From an optimization exercise on the open Yosys and OpenROAD flow, aimed at small area, a short achievable clock period and few clock cycles; shortcuts taken in it are not production practice. In this exercise RTL edits were held to simulation tests only and were not proved equivalent to the original. Power figures rest on the tool's default switching activity, not on a simulated workload.

===== flow/run.sh =====
#!/bin/bash
# synth_recipe.tcl (not shown) runs the flow's synth.tcl, then flattens the netlist and writes it again
# the make line also repeats each setting of config.mk as NAME=value (left out here)
make -C /OpenROAD-flow-scripts/flow DESIGN_CONFIG=/design/flow/config.mk WORK_HOME=/design/flow/orfs CLKGATE_MAP_FILE= SYNTH_SCRIPT=/design/flow/synth_recipe.tcl finish

===== flow/constraint.sdc =====
create_clock -name core_clock -period 9.0 [get_ports {clk}]
set_input_delay 1.8000 -clock core_clock [delete_from_list [all_inputs] [get_ports {clk}]]
set_output_delay 1.8000 -clock core_clock [all_outputs]
set_load 0.01 [all_outputs]

===== flow/config.mk =====
export PLATFORM = sky130hd
export DESIGN_NAME = sa_tile
export DESIGN_NICKNAME = sa_tile
export VERILOG_FILES = /design/flow/design.v
export SDC_FILE = /design/flow/constraint.sdc
export NUM_CORES = 4
export LEC_CHECK = 0
export CAP_MARGIN = 20
export CORE_MARGIN = 2
export CORE_UTILIZATION = 60
export PLACE_DENSITY = 0.68
export SETUP_SLACK_MARGIN = 5
export SLEW_MARGIN = 20

===== flow/design.v =====
package sa_pkg;
    typedef enum logic [1:0] {
        IDLE  = 2'd0,
        FEED  = 2'd1,
        FLUSH = 2'd2,
        DRAIN = 2'd3
    } sa_state_t;
    localparam int DEF_WIDTH = 8;
    localparam int DEF_ACC   = 32;
    localparam int DEF_N     = 4;
    localparam int DEF_KW    = 16;
endpackage
module sa_pe_clr (
    input  logic        clk,
    input  logic        job_go,
    input  logic        v,
    input  logic [30:0] init,
    input  logic [7:0]  a,
    input  logic [3:0]  neg,
    input  logic [3:0]  one,
    input  logic [3:0]  two,
    output logic [15:0] s,
    output logic [15:0] c,
    output logic        ov,
    output logic [14:0] hi
);
    logic        first;         
    logic [15:0] s_m, c_m;
    logic [3:0]  ns;
    logic [7:0]  pp0, pp1, pp2, pp3;
    logic [8:0]  ax;
    logic [17:0] x, y;
    logic s1, c2, s3, c4, s5, c6, s7, c8, s9, c10, s11, c12, s13, c14, s15, c16, s17, c18, s19, c20, s21, c22, s23, c24, s25, c26, s27, c28, s29, c30, s31, c32, s33, c34, s35, c36, s37, c38, s39, c40, s41, c42, s43, c44, s45, c46, s47, c48, s49, c50, s51, c52, s53, c54, s55, c56, s57, c58, s59, c60, s61, c62, s63, c64, s65, c66, s67, c68, s69, c70, s71, c72, s73, c74, s75, c76, s77, c78, s79, c80, s81, c82, s83, c84, s85, c86, s87, c88, s89, c90, s91, c92, s93, c94, s95, c96, s97, c98, s99, c100, s101, c102, s103, c104;
    assign ax  = {a, 1'b0};
    assign s_m = first ? init[15:0] : s;
    assign c_m = first ? 16'd0 : c;
    for (genvar m = 0; m < 8; m++) begin : g_pp
        assign pp0[m] = ((one[0] & ax[m+1]) | (two[0] & ax[m])) ^ neg[0];
        assign pp1[m] = ((one[1] & ax[m+1]) | (two[1] & ax[m])) ^ neg[1];
        assign pp2[m] = ((one[2] & ax[m+1]) | (two[2] & ax[m])) ^ neg[2];
        assign pp3[m] = ((one[3] & ax[m+1]) | (two[3] & ax[m])) ^ neg[3];
    end
    for (genvar j = 0; j < 4; j++) begin : g_ns
        assign ns[j] = v & ~(((one[j] | two[j]) & a[7]) ^ neg[j]);
    end
    assign s1 = pp0[6] ^ pp1[4];
    assign c2 = pp0[6] & pp1[4];
    assign s3 = pp0[7] ^ pp1[5];
    assign c4 = pp0[7] & pp1[5];
    assign s5 = ns[0] ^ pp1[6];
    assign c6 = ns[0] & pp1[6];
    assign s7 = pp0[2] ^ pp1[0];
    assign c8 = pp0[2] & pp1[0];
    assign s9 = pp0[3] ^ pp1[1];
    assign c10 = pp0[3] & pp1[1];
    assign s11 = pp0[4] ^ pp1[2] ^ pp2[0];
    assign c12 = (pp0[4] & pp1[2]) | (pp0[4] & pp2[0]) | (pp1[2] & pp2[0]);
    assign s13 = neg[2] ^ s_m[4];
    assign c14 = neg[2] & s_m[4];
    assign s15 = pp0[5] ^ pp1[3] ^ pp2[1];
    assign c16 = (pp0[5] & pp1[3]) | (pp0[5] & pp2[1]) | (pp1[3] & pp2[1]);
    assign s17 = s_m[5] ^ c_m[5];
    assign c18 = s_m[5] & c_m[5];
    assign s19 = pp2[2] ^ pp3[0] ^ neg[3];
    assign c20 = (pp2[2] & pp3[0]) | (pp2[2] & neg[3]) | (pp3[0] & neg[3]);
    assign s21 = s_m[6] ^ c_m[6] ^ s1;
    assign c22 = (s_m[6] & c_m[6]) | (s_m[6] & s1) | (c_m[6] & s1);
    assign s23 = c2 ^ pp2[3] ^ pp3[1];
    assign c24 = (c2 & pp2[3]) | (c2 & pp3[1]) | (pp2[3] & pp3[1]);
    assign s25 = s_m[7] ^ c_m[7] ^ s3;
    assign c26 = (s_m[7] & c_m[7]) | (s_m[7] & s3) | (c_m[7] & s3);
    assign s27 = c4 ^ pp2[4] ^ pp3[2];
    assign c28 = (c4 & pp2[4]) | (c4 & pp3[2]) | (pp2[4] & pp3[2]);
    assign s29 = s_m[8] ^ c_m[8] ^ s5;
    assign c30 = (s_m[8] & c_m[8]) | (s_m[8] & s5) | (c_m[8] & s5);
    assign s31 = c6 ^ pp1[7] ^ pp2[5];
    assign c32 = (c6 & pp1[7]) | (c6 & pp2[5]) | (pp1[7] & pp2[5]);
    assign s33 = pp3[3] ^ s_m[9] ^ c_m[9];
    assign c34 = (pp3[3] & s_m[9]) | (pp3[3] & c_m[9]) | (s_m[9] & c_m[9]);
    assign s35 = ns[1] ^ pp2[6] ^ pp3[4];
    assign c36 = (ns[1] & pp2[6]) | (ns[1] & pp3[4]) | (pp2[6] & pp3[4]);
    assign s37 = s_m[10] ^ c_m[10];
    assign c38 = s_m[10] & c_m[10];
    assign s39 = pp2[7] ^ pp3[5] ^ s_m[11];
    assign c40 = (pp2[7] & pp3[5]) | (pp2[7] & s_m[11]) | (pp3[5] & s_m[11]);
    assign s41 = ns[2] ^ pp3[6];
    assign c42 = ns[2] & pp3[6];
    assign s43 = pp0[0] ^ neg[0];
    assign c44 = pp0[0] & neg[0];
    assign s45 = pp0[1] ^ s_m[1];
    assign c46 = pp0[1] & s_m[1];
    assign s47 = neg[1] ^ s_m[2] ^ c_m[2];
    assign c48 = (neg[1] & s_m[2]) | (neg[1] & c_m[2]) | (s_m[2] & c_m[2]);
    assign s49 = c8 ^ s_m[3] ^ c_m[3];
    assign c50 = (c8 & s_m[3]) | (c8 & c_m[3]) | (s_m[3] & c_m[3]);
    assign s51 = c10 ^ c_m[4] ^ s11;
    assign c52 = (c10 & c_m[4]) | (c10 & s11) | (c_m[4] & s11);
    assign s53 = c12 ^ c14 ^ s15;
    assign c54 = (c12 & c14) | (c12 & s15) | (c14 & s15);
    assign s55 = c16 ^ c18 ^ s19;
    assign c56 = (c16 & c18) | (c16 & s19) | (c18 & s19);
    assign s57 = c20 ^ c22 ^ s23;
    assign c58 = (c20 & c22) | (c20 & s23) | (c22 & s23);
    assign s59 = c24 ^ c26 ^ s27;
    assign c60 = (c24 & c26) | (c24 & s27) | (c26 & s27);
    assign s61 = c28 ^ c30 ^ s31;
    assign c62 = (c28 & c30) | (c28 & s31) | (c30 & s31);
    assign s63 = c32 ^ c34 ^ s35;
    assign c64 = (c32 & c34) | (c32 & s35) | (c34 & s35);
    assign s65 = c36 ^ c38 ^ c_m[11];
    assign c66 = (c36 & c38) | (c36 & c_m[11]) | (c38 & c_m[11]);
    assign s67 = c40 ^ s_m[12] ^ c_m[12];
    assign c68 = (c40 & s_m[12]) | (c40 & c_m[12]) | (s_m[12] & c_m[12]);
    assign s69 = c42 ^ pp3[7] ^ s_m[13];
    assign c70 = (c42 & pp3[7]) | (c42 & s_m[13]) | (pp3[7] & s_m[13]);
    assign s71 = ns[3] ^ s_m[14];
    assign c72 = ns[3] & s_m[14];
    assign s73 = s_m[0] ^ c_m[0];
    assign c74 = s_m[0] & c_m[0];
    assign s75 = c44 ^ c_m[1] ^ s45;
    assign c76 = (c44 & c_m[1]) | (c44 & s45) | (c_m[1] & s45);
    assign s77 = c46 ^ s7 ^ s47;
    assign c78 = (c46 & s7) | (c46 & s47) | (s7 & s47);
    assign s79 = c48 ^ s9 ^ s49;
    assign c80 = (c48 & s9) | (c48 & s49) | (s9 & s49);
    assign s81 = c50 ^ s13 ^ s51;
    assign c82 = (c50 & s13) | (c50 & s51) | (s13 & s51);
    assign s83 = c52 ^ s17 ^ s53;
    assign c84 = (c52 & s17) | (c52 & s53) | (s17 & s53);
    assign s85 = c54 ^ s21 ^ s55;
    assign c86 = (c54 & s21) | (c54 & s55) | (s21 & s55);
    assign s87 = c56 ^ s25 ^ s57;
    assign c88 = (c56 & s25) | (c56 & s57) | (s25 & s57);
    assign s89 = c58 ^ s29 ^ s59;
    assign c90 = (c58 & s29) | (c58 & s59) | (s29 & s59);
    assign s91 = c60 ^ s33 ^ s61;
    assign c92 = (c60 & s33) | (c60 & s61) | (s33 & s61);
    assign s93 = c62 ^ s37 ^ s63;
    assign c94 = (c62 & s37) | (c62 & s63) | (s37 & s63);
    assign s95 = c64 ^ s39 ^ s65;
    assign c96 = (c64 & s39) | (c64 & s65) | (s39 & s65);
    assign s97 = c66 ^ s41 ^ s67;
    assign c98 = (c66 & s41) | (c66 & s67) | (s41 & s67);
    assign s99 = c68 ^ c_m[13] ^ s69;
    assign c100 = (c68 & c_m[13]) | (c68 & s69) | (c_m[13] & s69);
    assign s101 = c70 ^ c_m[14] ^ s71;
    assign c102 = (c70 & c_m[14]) | (c70 & s71) | (c_m[14] & s71);
    assign s103 = c72 ^ s_m[15] ^ c_m[15];
    assign c104 = (c72 & s_m[15]) | (c72 & c_m[15]) | (s_m[15] & c_m[15]);
    assign x = {1'b0, c104, c102, c100, c98, c96, c94, c92, c90, c88, c86, c84, c82, c80, c78, c76, c74, s43};
    assign y = {1'b0, 1'b0, s103, s101, s99, s97, s95, s93, s91, s89, s87, s85, s83, s81, s79, s77, s75, s73};
    always_ff @(posedge clk) begin
        first <= job_go | (first & ~v);
        s  <= x[15:0];
        c  <= y[15:0];
        ov <= x[16];
        hi <= first ? init[30:16] : hi + {14'd0, ov};
    end
endmodule
module sa_tile (
    input  logic          clk,
    input  logic          rst_n,
    input  logic          start,
    input  logic [15:0]   k_len,
    input  logic          in_valid,
    output logic          in_ready,
    input  logic [31:0]   a_in,
    input  logic [31:0]   b_in,
    output logic          out_valid,
    input  logic          out_ready,
    output logic [1:0]    out_row,
    output logic [127:0]  out_data,
    output logic          busy,
    output logic          done
);
    logic        feed, wait1, wait2, drain;
    logic [15:0] rem;           
    logic [15:0] rem_m1;
    logic        rem_is1;       
    logic        v0;            
    logic        fire, job_go, last_take, take, load;
    assign fire      = feed & in_valid;
    assign job_go    = ~busy & start & (k_len != 16'd0);
    assign take      = drain & out_ready;
    assign last_take = take & (out_row == 2'd3);
    assign load      = wait2 | take;
    always_ff @(posedge clk or negedge rst_n) begin
        if (!rst_n) begin
            feed    <= 1'b0;
            wait1   <= 1'b0;
            wait2   <= 1'b0;
            drain   <= 1'b0;
            busy    <= 1'b0;
            done    <= 1'b0;
            rem     <= 16'd0;
            rem_is1 <= 1'b0;
            v0      <= 1'b0;
            out_row <= 2'd0;
        end else begin
            done   <= last_take;
            v0     <= fire;
            wait1  <= fire & rem_is1;
            wait2  <= wait1;
            if (job_go) begin
                feed    <= 1'b1;
                busy    <= 1'b1;
                rem     <= k_len;
                rem_is1 <= (k_len == 16'd1);
            end else if (fire) begin
                rem     <= rem_m1;
                rem_is1 <= (rem_m1 == 16'd1);
                if (rem_is1) feed <= 1'b0;
            end
            if (wait2) drain <= 1'b1;
            if (take) begin
                out_row <= out_row + 2'd1;
                if (last_take) begin
                    drain <= 1'b0;
                    busy  <= 1'b0;
                end
            end
        end
    end
    assign rem_m1    = rem - 16'd1;
    assign in_ready  = feed;
    assign out_valid = drain;
    logic [15:0] k_reg;
    logic [22:0] k85;
    logic [30:0] init_r;
    always_ff @(posedge clk) begin
        if (job_go) k_reg <= k_len;
        init_r <= {23'd0 - k85, 8'd0};
    end
    assign k85 = {7'd0, k_reg} + {5'd0, k_reg, 2'd0} + {3'd0, k_reg, 4'd0} + {1'd0, k_reg, 6'd0};
    logic [31:0] a_r;
    logic [3:0]  neg_r [4];
    logic [3:0]  one_r [4];
    logic [3:0]  two_r [4];
    always_ff @(posedge clk) begin
        a_r <= a_in;
        for (int j = 0; j < 4; j++) begin
            for (int k = 0; k < 4; k++) begin
                logic b2, b1, b0;
                b2 = b_in[8*j + 2*k + 1];
                b1 = b_in[8*j + 2*k];
                b0 = (k == 0) ? 1'b0 : b_in[8*j + 2*k - 1];
                neg_r[j][k] <= fire & b2;
                one_r[j][k] <= fire & (b1 ^ b0);
                two_r[j][k] <= fire & ((b2 & ~b1 & ~b0) | (~b2 & b1 & b0));
            end
        end
    end
    logic [15:0] ss [4][4];
    logic [15:0] cs [4][4];
    logic        ov [4][4];
    logic [14:0] hi [4][4];
    for (genvar i = 0; i < 4; i++) begin : g_row
        for (genvar j = 0; j < 4; j++) begin : g_col
            sa_pe_clr u_pe (
                .clk    (clk),
                .job_go (job_go),
                .v      (v0),
                .init   (init_r),
                .a      (a_r[8*i +: 8]),
                .neg    (neg_r[j]),
                .one    (one_r[j]),
                .two    (two_r[j]),
                .s      (ss[i][j]),
                .c      (cs[i][j]),
                .ov     (ov[i][j]),
                .hi     (hi[i][j])
            );
        end
    end
    logic [3:0]  nxt [4];
    logic [30:0] out_r [4];
    always_ff @(posedge clk) begin
        for (int j = 0; j < 4; j++) begin
            if (job_go)     nxt[j] <= 4'b0001;
            else if (load)  nxt[j] <= {nxt[j][2:0], nxt[j][3]};
        end
    end
    for (genvar j = 0; j < 4; j++) begin : g_out
        logic [15:0] s_s, s_c;
        logic        s_ov;
        logic [14:0] s_hi;
        logic [16:0] r_lo;
        logic [14:0] r_hi;
        always_comb begin
            s_s = '0; s_c = '0; s_ov = 1'b0; s_hi = '0;
            for (int i = 0; i < 4; i++) begin
                s_s  = s_s  | ({16{nxt[j][i]}} & ss[i][j]);
                s_c  = s_c  | ({16{nxt[j][i]}} & cs[i][j]);
                s_ov = s_ov | (nxt[j][i] & ov[i][j]);
                s_hi = s_hi | ({15{nxt[j][i]}} & hi[i][j]);
            end
        end
        assign r_lo = {1'b0, s_s} + {1'b0, s_c};
        assign r_hi = s_hi + {13'd0, {1'b0, s_ov} + {1'b0, r_lo[16]}};
        always_ff @(posedge clk) begin
            if (load) out_r[j] <= {r_hi, r_lo[15:0]};
        end
        assign out_data[32*j +: 32] = {out_r[j][30], out_r[j]};
    end
endmodule

==> summary.txt <==
## Yosys cell counts, types with 11 or more instances
library cell and number:
dfxtp_1 903, a21oi_1 89, o21a_1 14, nand4_1 48, a22oi_1 812, or3b_2 11
a21o_1 25, buf_1 123, nor2_1 87, o21ai_0 334, nand2_1 783, and4_1 31
a221oi_1 11, nor2b_1 205, dfrtp_1 26, and2_1 88, mux2i_1 49, nand3_1 125
edfxtp_1 140, fa_1 640, nor3_1 21, buf_2 15, xnor2_1 653, ha_1 358
and3_1 84, a31oi_1 11, xor2_1 274, mux2_2 129, inv_1 477, nand3b_1 14
clkbuf_1 402
## worst max-delay path, stage by stage, from the launching register on
cell and delay [ns]:
dfxtp_4 0.41, buf_12 0.17, a22oi_1 0.10, nand2_1 0.08, ha_2 0.19, fa_2 0.27, a21oi_4 0.08, nor2_4 0.13
o31ai_4 0.08, a311oi_2 0.31, o21bai_1 0.15, and3b_2 0.24, nor3_4 0.27, fa_2 0.35, ha_4 0.17, nand3_4 0.07
or2_4 0.28, nor3b_4 0.20, nand4_1 0.13, xor2_1 0.16
## final cells by class
| type | count | area, um^2 |
|---|---|---|
| Fill cell | 9137 | 38300 |
| Sequential cell | 1069 | 23000 |
| Antenna cell | 2 | 5.00 |
| Clock buffer | 159 | 3390 |
| Multi-Input combinational cell | 5009 | 44600 |
| Inverter | 483 | 1820 |
| Clock inverter | 60 | 606 |
| Timing Repair Buffer | 384 | 3870 |
| Tap cell | 1536 | 1920 |
## report_power, final
part / leakage (nW) / internal (mW) / switching, mW
Sequential: 9.20 / 7.56 / 2.11
Clock: 1.95 / 2.89 / 2.10
Combinational: 21.7 / 7.20 / 9.50
## routing by layer
layer / track usage (%) / wire, um / vias up
met4: 15.4 / 9840 / 28
met2: 56.3 / 97900 / 2512
met1: 45.4 / 83900 / 26200
met5: 0 / 180 / -
met3: 7.77 / 20400 / 647
li1: - / - / 23900
## logic make-up after synthesis
| group | Yosys count | synth area share [%] |
|---|---|---|
| mux | 178 | 2.74 |
| simple gates | 1539 | 10.5 |
| fa+ha+maj | 998 | 24.4 |
| flops | 1069 | 32.3 |
| xor+xnor | 927 | 11.5 |
| buf+inv | 1029 | 5.51 |
| compound gates | 1367 | 13.1 |
## layout by cell type, fill, tap and decap left out, types with 120 or more instances in the layout
master / n
nor2b_1: 204
inv_1: 477
ha_1: 343
xnor2_1: 653
mux2_2: 129
clkbuf_16: 121
clkdlybuf4s50_1: 218
buf_4: 135
xor2_1: 274
nand3_1: 120
o21ai_0: 330
fa_1: 632
edfxtp_1: 140
dfxtp_1: 837
a22oi_1: 783
nand2_1: 775
## worst max-delay path by stage
stage | endpoint | cells after the start | from
6_report | out_r[2][30]$_DFFE_PP_ | 19 | nxt[2][3]$_SDFFE_PP0P_
5_1_grt | out_r[2][30]$_DFFE_PP_ | 19 | nxt[2][3]$_SDFFE_PP0P_
4_1_cts | out_r[2][30]$_DFFE_PP_ | 19 | nxt[2][3]$_SDFFE_PP0P_
3_5_place_dp | out_r[3][27]$_DFFE_PP_ | 18 | nxt[3][3]$_SDFFE_PP0P_
3_3_place_gp | out_r[3][27]$_DFFE_PP_ | 17 | nxt[3][2]$_SDFFE_PP0P_
2_1_floorplan | out_r[0][26]$_DFFE_PP_ | 19 | nxt[0][0]$_SDFFE_PP1P_
## what timing repair did
| item | in CTS | in global routing |
|---|---|---|
| endpoints found under the setup margin | 66 | 39 |
| gates resized for setup | 80 | 67 |
| setup buffers | 31 | 12 |
| gates cloned | 10 | 2 |
| pin swaps | 34 | 45 |
==> flow_metrics.env <==
export IMPL_layout_worst_path_cycle_share_pct=45.7
export IMPL_initialDrtViolationCount=4736
export IMPL_design_final_nets=8145
export IMPL_clock_fmax_mhz=243
export IMPL_cap_violations=0
export IMPL_worstSkewPairLatency_ns=0.75
export IMPL_finalWeightedCongestion=0.910
export IMPL_netlist_area_um2=70900
export IMPL_synthDominantAreaCellType="dfxtp_1"
export IMPL_dp_cells=8426
export IMPL_timing_final_hold_violations=0
export IMPL_worst_r2r_path_depth=19
export IMPL_rsz0062_at_grt="true"
export IMPL_min_delay_start="wait1$_DFF_PN0_"
export IMPL_drive_gt1_share_pct=9.76
export IMPL_drt_drc_violations_left=0
export IMPL_die_width_um=348
export IMPL_critical_path_peak_fanout=13
export IMPL_first_drt_pass_iteration_count=7
export IMPL_reg2reg_setup_slack_ns=4.89
export IMPL_grt_overflow_total=0
export IMPL_clock_pin_transition_on_the_worst_setup_and_hold_timing_paths_ns=0.06
export IMPL_whs_endpoint="wait2$_DFF_PN0_"
export IMPL_finalNonFillerCells=8702
export IMPL_slew_at_the_pin_with_the_worst_max_slew_slack_ns=1.23
export IMPL_regToRegStartpoint="nxt[2][3]$_SDFFE_PP0P_"
export IMPL_biggest_registers_after_layout="g_row.g_col.u_pe.c (256), g_row.g_col.u_pe.s (256), g_row.g_col.u_pe.hi (240)"
export IMPL_number_of_enable_type_register_cells_in_the_synthesized_netlist=140
export IMPL_crit_arrival_ns=4.58
export IMPL_synthesis_area_per_instance_um2=9.97
export IMPL_reg2reg_to="out_r[2][30]$_DFFE_PP_"
export IMPL_outcome="timing/DRC/antenna clean"
export IMPL_cp_data_required_time_ns=9.47
export IMPL_routed_wl_um=212000
export IMPL_cts_tree="yes"
export IMPL_first_global_vias=54800
export IMPL_worst_ir_drop_vdd_uv=243
export IMPL_via_density=6.13
export IMPL_portBuffers=218
export IMPL_tritoncts_num_buffers=115
export IMPL_postSynth_topFlopCell="dfxtp_1"
export IMPL_cts_root_buffer="clkbuf_16"
export IMPL_start_util_pct=60.3
export IMPL_drt_antenna_violating_nets=0
export IMPL_ys_async_sr_fraction_pct=2.43
export IMPL_clockBufferDepth=3
export IMPL_synth_warning_count=16
export IMPL_yosysTopAreaCellShare_pct=25.5
export IMPL_fin_total_pwr_mw=31.4
export IMPL_die_area_um2=121000
export IMPL_synthCells=7107
export IMPL_start_kind="register"
export IMPL_final_core_util_pct=67.4
export IMPL_vias=53300
export IMPL_timing_final_crit_period_ns=4.11
export IMPL_pin_count_of_the_biggest_net_entering_global_routing=91
export IMPL_cts_sinks=1069
export IMPL_design_area_um2=79300
export IMPL_report_final_slew_viol_count=0
export IMPL_grt_first_pass_wirelength_um=325000
export IMPL_timing_final_setup_violations=0
export IMPL_dpl_instance_area_um2=73900
export IMPL_dominant_cells_by_area_after_synthesis="dfxtp_1 26%, fa_1 18%, a22oi_1 8.6%"
export IMPL_net_count_after_synthesis=8190
export IMPL_placement_setup_worst_slack_ns=3.94
export IMPL_min_delay_path_class="reg2reg"
export IMPL_place_detailed_hpwl_um=138000
export IMPL_timing_setup_critical_path_class="reg2reg"
export IMPL_worst_setup_path_end_kind="register"
export IMPL_setup_tns_final_ns=0
export IMPL_p_leak_nw=32.8
export IMPL_min_delay_path_depth=0
export IMPL_antenna_violations_before_repair=16
export IMPL_portion_of_the_post_synthesis_area_used_by_sequential_elements_pct=32.3
export IMPL_row_count=126
export IMPL_synth_ff_latch_count=1069
export IMPL_ys_types=74
export IMPL_area_delta_synth_final_pct=11.9
export IMPL_fin_worst_hold_slack_ns=0.344
export IMPL_global_route_usage_total_pct=35.0
export IMPL_cts_hold_fix_buffers=0
export IMPL_wire_per_inst_um=24.4
export IMPL_finalWorstSetupSlack_ns=4.89
export IMPL_relSlewSlack_pct=18.0
export IMPL_chipHeight_um=348
export IMPL_boundaryPins=219
export IMPL_core_footprint_um2=118000
export IMPL_cts_htree_levels=3
export IMPL_fin_skew_ns=0.0282
export IMPL_p_per_area_nw_per_um2=395
Testbench counts, summed over its fixed seeds: cycles 17,359.

==> re-timing with driven ports <==
In the flow no input, the clock included, has a driving cell. The finished layout below was timed again as built, in two steps.
Step 1: set_driving_cell puts a clkbuf_16 on clk and a buf_2 on each other input, an assumption about the parent block.
Step 2, shift: input delay + t, output delay - t, t = (earliest + latest rising clock arrival at the registers) / 2. This alone moves slack from input paths to output paths.
a / b / c = ideal / step 1 / step 2; a / b = the first two.
t (ns): 0.824
slack for setup (ns): 4.887 / 4.887 / 4.396
worst hold slack (ns): 0.344 / 0.344 / 0.344
slew at the worst register clock pin (ns): 0.07 / 0.07
After both steps this run still meets setup and hold. For this run, drivers alone change the setup slack by 0.000 ns; drivers and shift together by -0.491 ns.
